Source: an optimization exercise on an open RTL-to-GDS flow (aim: small area, a short achievable clock period and few clock cycles per item). Production flows keep margins and buffers that such runs may drop.
RTL that was checked went through simulation tests only; none was proved equivalent to the original.

==> run a: inputs <==
==> flow/design.v (excerpt) <==
module elliptic_roi_crop_mask #(
  parameter int MAX_DIM = MAX_DIM_DEFAULT
) (
  input  logic                     clk,
  input  logic                     rst,
  input  logic                     cfg_write,
  input  logic [CFG_IDX_BITS-1:0]  cfg_index,
  input  logic [CFG_DATA_BITS-1:0] cfg_data,
  input  logic                     in_valid,
  output logic                     in_ready,
  input  logic [PIXEL_BITS-1:0]    in_pixel,
  input  logic                     in_sof,
  output logic                     out_valid,
  input  logic                     out_ready,
  output logic [PIXEL_BITS-1:0]    out_masked_pixel,
  output logic                     out_inside_ellipse,
  output logic [POS_BITS-1:0]      out_crop_col,
  output logic [POS_BITS-1:0]      out_crop_row,
  output logic                     out_last_of_crop
);
==> flow/config.mk <==
export PLATFORM = sky130hd
export DESIGN_NAME = elliptic_roi_crop_mask
export DESIGN_NICKNAME = elliptic_roi_crop_mask
export VERILOG_FILES = /design/flow/design.v
export SDC_FILE = /design/flow/constraint.sdc
export NUM_CORES = 4
export LEC_CHECK = 0
export ABC_CLOCK_PERIOD_IN_PS = 4000
export CAP_MARGIN = 20
export CORE_MARGIN = 2
export CORE_UTILIZATION = 40
export SETUP_SLACK_MARGIN = 5
export SLEW_MARGIN = 20
==> flow/constraint.sdc <==
create_clock -name core_clock -period 11.0 [get_ports {clk}]
set_input_delay 2.2000 -clock core_clock [delete_from_list [all_inputs] [get_ports {clk}]]
set_output_delay 2.2000 -clock core_clock [all_outputs]
set_load 0.01 [all_outputs]
run.sh (not shown) runs the stock make flow with config.mk's settings and CLKGATE_MAP_FILE= SYNTH_SCRIPT=/design/flow/synth_recipe.tcl, a recipe that flattens the netlist after the stock synthesis.
==> run b: changes against run a <==
--- a/flow/design.v
+++ b/flow/design.v
@@ -63,18 +63,18 @@
     logic in_win;
     logic out_free;
   } status_t;
 endpackage
 module ecm_add #(
-  parameter int N = 8
+  parameter int N = 8,
+  parameter int L = 3
 ) (
   input  logic [N-1:0] a,
   input  logic [N-1:0] b,
   input  logic         ci,
   output logic [N-1:0] y
 );
-  localparam int L = $clog2(N);
   logic [N-1:0] p0, g0;
   logic [N-1:0] p [0:2*L];
   logic [N-1:0] g [0:2*L];
   logic [N-1:0] c;
   assign p0 = a ^ b;
@@ -359,13 +359,13 @@
   logic        fs;
   logic [37:0] ga, gb, ha, hb;
   logic        gs, hs;
   wire  [51:0] fsum;
   wire  [38:0] gsum, hsum;
-  ecm_add #(.N(51)) u_fadd (.a(fa), .b(fb ^ {51{fs}}), .ci(fs), .y(fsum[51:1]));
-  ecm_add #(.N(38)) u_gadd (.a(ga), .b(gb ^ {38{gs}}), .ci(gs), .y(gsum[38:1]));
-  ecm_add #(.N(38)) u_hadd (.a(ha), .b(hb ^ {38{hs}}), .ci(hs), .y(hsum[38:1]));
+  ecm_add #(.N(51), .L(6)) u_fadd (.a(fa), .b(fb ^ {51{fs}}), .ci(fs), .y(fsum[51:1]));
+  ecm_add #(.N(38), .L(6)) u_gadd (.a(ga), .b(gb ^ {38{gs}}), .ci(gs), .y(gsum[38:1]));
+  ecm_add #(.N(38), .L(6)) u_hadd (.a(ha), .b(hb ^ {38{hs}}), .ci(hs), .y(hsum[38:1]));
   assign fsum[0] = 1'b0;
   assign gsum[0] = 1'b0;
   assign hsum[0] = 1'b0;
   wire [50:0] g_x = {{13{G[37]}}, G};
   wire [50:0] h_x = {{11{Hh[37]}}, Hh, 2'b00};
- ABC_CLOCK_PERIOD_IN_PS: 4000 -> default
- SETUP_SLACK_MARGIN: 5 -> default
==> run c: changes against run a <==
--- a/flow/design.v
+++ b/flow/design.v
@@ -63,18 +63,18 @@
     logic in_win;
     logic out_free;
   } status_t;
 endpackage
 module ecm_add #(
-  parameter int N = 8
+  parameter int N = 8,
+  parameter int L = 3
 ) (
   input  logic [N-1:0] a,
   input  logic [N-1:0] b,
   input  logic         ci,
   output logic [N-1:0] y
 );
-  localparam int L = $clog2(N);
   logic [N-1:0] p0, g0;
   logic [N-1:0] p [0:2*L];
   logic [N-1:0] g [0:2*L];
   logic [N-1:0] c;
   assign p0 = a ^ b;
@@ -123,40 +123,34 @@
   output logic [POS_BITS-1:0]      out_crop_col,
   output logic [POS_BITS-1:0]      out_crop_row,
   output logic                     out_last_of_crop
 );
   localparam logic [12:0] MAX_DIM_V = 13'(MAX_DIM);
-  logic [12:0] fw, fh;
-  logic [11:0] cx, cy, rxr, ryr;
+  logic [12:0] W, H;
+  logic [11:0] cx, cy, rx, ry;
+  wire  [12:0] dim_eff = (cfg_data == 13'd0) ? 13'd1 : (cfg_data > MAX_DIM_V) ? MAX_DIM_V : cfg_data;
+  wire  [11:0] rad_eff = (cfg_data[11:0] == 12'd0) ? 12'd1 : cfg_data[11:0];
   always_ff @(posedge clk) begin
     if (rst) begin
-      fw  <= RST_FRAME_WIDTH;
-      fh  <= RST_FRAME_HEIGHT;
-      cx  <= RST_CENTRE_X;
-      cy  <= RST_CENTRE_Y;
-      rxr <= RST_RADIUS_X;
-      ryr <= RST_RADIUS_Y;
+      W  <= RST_FRAME_WIDTH;
+      H  <= RST_FRAME_HEIGHT;
+      cx <= RST_CENTRE_X;
+      cy <= RST_CENTRE_Y;
+      rx <= RST_RADIUS_X;
+      ry <= RST_RADIUS_Y;
     end else if (cfg_write) begin
       case (cfg_index)
-        3'd0: fw  <= cfg_data;
-        3'd1: fh  <= cfg_data;
-        3'd2: cx  <= cfg_data[11:0];
-        3'd3: cy  <= cfg_data[11:0];
-        3'd4: rxr <= cfg_data[11:0];
-        3'd5: ryr <= cfg_data[11:0];
+        3'd0: W  <= dim_eff;
+        3'd1: H  <= dim_eff;
+        3'd2: cx <= cfg_data[11:0];
+        3'd3: cy <= cfg_data[11:0];
+        3'd4: rx <= rad_eff;
+        3'd5: ry <= rad_eff;
         default: ;
       endcase
     end
   end
-  logic [12:0] W, H;
-  logic [11:0] rx, ry;
-  always_comb begin
-    W  = (fw == 13'd0) ? 13'd1 : (fw > MAX_DIM_V) ? MAX_DIM_V : fw;
-    H  = (fh == 13'd0) ? 13'd1 : (fh > MAX_DIM_V) ? MAX_DIM_V : fh;
-    rx = (rxr == 12'd0) ? 12'd1 : rxr;
-    ry = (ryr == 12'd0) ? 12'd1 : ryr;
-  end
   logic       in_ready_q;
   logic       k_v, k_sof;
   logic [7:0] k_px;
   logic       s1_v, s1_sof;
   logic [7:0] s1_px;
@@ -203,41 +197,38 @@
   wire l1     = s1_v && s1_sof && (s1_ph == 2'd0) && s2_free;
   wire l2     = s1_v && s1_sof && (s1_ph == 2'd1);
   wire p_ok   = s1_v && (!s1_sof || (s1_ph == 2'd2));
   wire p_go   = p_ok && s2_free;
   wire s1_free = !s1_v || p_go;
-  logic [11:0] col0, row0, ce, re;
-  logic [12:0] ce1, re1;
+  logic        cz, rz, c_wrap, r_wrap;
+  logic [12:0] c1, r1, dcs, drs, dce, dre;
   logic [11:0] col_n, row_n;
-  logic        p_in, p_last;
-  logic [11:0] p_ci, p_cj;
-  logic        cz, rz;
-  logic [12:0] dcs, drs, dce, dre;
+  logic        p_in, p_last, in_x, in_y, last_x, last_y;
+  logic [11:0] p_ci, p_cj, cinc, rinc;
   always_comb begin
-    col0  = s1_sof ? 12'd0 : col;
-    row0  = s1_sof ? 12'd0 : row;
-    cz    = ({1'b0, col0} >= W);
-    rz    = ({1'b0, row0} >= H);
-    ce    = cz ? 12'd0 : col0;
-    re    = rz ? 12'd0 : row0;
-    ce1   = {1'b0, ce} + 13'd1;
-    re1   = {1'b0, re} + 13'd1;
-    if (ce1 == W) begin
-      col_n = 12'd0;
-      row_n = (re1 == H) ? 12'd0 : re1[11:0];
-    end else begin
-      col_n = ce1[11:0];
-      row_n = re;
-    end
-    dcs    = {1'b0, ce} - {1'b0, xs};
-    drs    = {1'b0, re} - {1'b0, ys};
-    dce    = {1'b0, ce} - xe;
-    dre    = {1'b0, re} - ye;
-    p_in   = wv && !dcs[12] && dce[12] && !drs[12] && dre[12];
-    p_ci   = dcs[11:0];
-    p_cj   = drs[11:0];
-    p_last = (ce1 == xe) && (re1 == ye);
+    cz     = s1_sof || ({1'b0, col} >= W);
+    rz     = s1_sof || ({1'b0, row} >= H);
+    c1     = {1'b0, col} + 13'd1;
+    r1     = {1'b0, row} + 13'd1;
+    dcs    = {1'b0, col} - {1'b0, xs};
+    drs    = {1'b0, row} - {1'b0, ys};
+    dce    = {1'b0, col} - xe;
+    dre    = {1'b0, row} - ye;
+    c_wrap = cz ? (W == 13'd1) : (c1 == W);
+    cinc   = cz ? 12'd1 : c1[11:0];
+    in_x   = cz ? (xs == 12'd0) : (!dcs[12] && dce[12]);
+    p_ci   = cz ? (12'd0 - xs) : dcs[11:0];
+    last_x = cz ? (xe == 13'd1) : (c1 == xe);
+    r_wrap = rz ? (H == 13'd1) : (r1 == H);
+    rinc   = rz ? 12'd1 : r1[11:0];
+    in_y   = rz ? (ys == 12'd0) : (!drs[12] && dre[12]);
+    p_cj   = rz ? (12'd0 - ys) : drs[11:0];
+    last_y = rz ? (ye == 13'd1) : (r1 == ye);
+    col_n  = c_wrap ? 12'd0 : cinc;
+    row_n  = !c_wrap ? (rz ? 12'd0 : row) : (r_wrap ? 12'd0 : rinc);
+    p_in   = wv && in_x && in_y;
+    p_last = last_x && last_y;
   end
   always_ff @(posedge clk) begin
     if (rst) begin
       in_ready_q <= 1'b1;
       k_v        <= 1'b0;
@@ -359,13 +350,13 @@
   logic        fs;
   logic [37:0] ga, gb, ha, hb;
   logic        gs, hs;
   wire  [51:0] fsum;
   wire  [38:0] gsum, hsum;
-  ecm_add #(.N(51)) u_fadd (.a(fa), .b(fb ^ {51{fs}}), .ci(fs), .y(fsum[51:1]));
-  ecm_add #(.N(38)) u_gadd (.a(ga), .b(gb ^ {38{gs}}), .ci(gs), .y(gsum[38:1]));
-  ecm_add #(.N(38)) u_hadd (.a(ha), .b(hb ^ {38{hs}}), .ci(hs), .y(hsum[38:1]));
+  ecm_add #(.N(51), .L(6)) u_fadd (.a(fa), .b(fb ^ {51{fs}}), .ci(fs), .y(fsum[51:1]));
+  ecm_add #(.N(38), .L(6)) u_gadd (.a(ga), .b(gb ^ {38{gs}}), .ci(gs), .y(gsum[38:1]));
+  ecm_add #(.N(38), .L(6)) u_hadd (.a(ha), .b(hb ^ {38{hs}}), .ci(hs), .y(hsum[38:1]));
   assign fsum[0] = 1'b0;
   assign gsum[0] = 1'b0;
   assign hsum[0] = 1'b0;
   wire [50:0] g_x = {{13{G[37]}}, G};
   wire [50:0] h_x = {{11{Hh[37]}}, Hh, 2'b00};
@@ -401,11 +392,11 @@
       end
       T_CONV2: begin
         fb = g_x; fs = 1'b1; gs = 1'b1;
       end
       T_SRCH: begin
-        fb = g_x; fs = !inc_c; gs = !inc_c;
+        fb = g_x; fs = rep; gs = rep;
       end
       default: ;
     endcase
   end
   wire step = inc_c || dec_c;
==> flow/flow/run.sh (new file) <==
#!/bin/bash
set -uo pipefail
export SETUP_SLACK_MARGIN=6.5
bash standard.sh synth > synth.log 2>&1 || exit 1
bash standard.sh > layout.log 2>&1 || exit 1
==> flow/standard.sh (new file) <==
#!/bin/bash
# synth_recipe.tcl (not shown) runs the flow's synth.tcl, then flattens the netlist and writes it again
# the make line also repeats each setting of config.mk as NAME=value (left out here)
make -C /OpenROAD-flow-scripts/flow DESIGN_CONFIG=/design/flow/config.mk WORK_HOME=/design/flow/orfs CLKGATE_MAP_FILE= SYNTH_SCRIPT=/design/flow/synth_recipe.tcl "${@:-finish}"
- ABC_CLOCK_PERIOD_IN_PS: 4000 -> default
- SETUP_SLACK_MARGIN: 5 -> default
removed: flow/run.sh
==> impl_metrics.json <==
{
  "outcome": "complete, no violations",
  "fraction_of_layout_instances_using_a_drive_strength_above_1": 0.0593,
  "signal_buffer_area_fraction": 0.0246,
  "cp-startpoint": "ts[2]",
  "synthMuxAreaShare": 0.0480,
  "wl_met3_um": 6720,
  "required_ns": 11.49,
  "globalRouteMet2Util": 0.345,
  "cp.buffers_inverters": 1
}
That was run b.
==> impl_metrics.json <==
{
  "wl_met2_um": 50300,
  "wl_met3_um": 7090,
  "required_ns": 11.53,
  "cp-startpoint": "fh[6]",
  "outcome": "complete, no violations",
  "globalRouteMet2Util": 0.343,
  "cp.buffers_inverters": 3,
  "setup.worst_path.end": "row[5]",
  "signal_buffer_area_fraction": 0.0301
}
That was run a.
==> impl_metrics.json <==
{
  "outcome": "complete, no violations",
  "cp-startpoint": "ts[0]",
  "cp.buffers_inverters": 6,
  "signal_buffer_area_fraction": 0.0688,
  "synthMuxAreaShare": 0.0386,
  "required_ns": 11.36,
  "fraction_of_layout_instances_using_a_drive_strength_above_1": 0.147
}
That was run c.
Testbench counts of run b, summed over its fixed seeds: cycles 21,987, items 21,528.
Testbench counts of run c, summed over its fixed seeds: cycles 21,987, items 21,528.
The RTL of run a was laid out without a check of its function.

-- static timing again, ports no longer ideal --
The results above use ideal ports. As a check the final layouts listed here were re-extracted and re-timed, cells and wires unchanged.
Step 1: set_driving_cell puts a clkbuf_16 on clk and a buf_2 on each other input, an assumption about the parent block.
Step 2 also shifts input and output timing later by t, the mid clock arrival at the registers, as if the neighbouring blocks saw the same clock.
Three values: no drivers, after step 1, after step 2; two values: the first two.
| run | t (ns) | slack for setup (ns) | latest minus earliest clock arrival (ns) | worst slew at a driven data input, ns |
|---|---|---|---|---|
| run a | 0.704 | 5.246 / 5.246 / 4.877 | 0.028 / 0.027 | 0.08 |
| run b | 0.730 | 2.943 / 2.943 / 2.943 | 0.060 / 0.061 | 0.08 |
| run c | 0.698 | 5.953 / 5.953 / 5.939 | 0.033 / 0.034 | 0.07 |
After both steps setup and hold are still met in every run listed. The setup slack of run a, which loses most, moves by 0.000 ns with the drivers and by -0.369 ns with both steps.
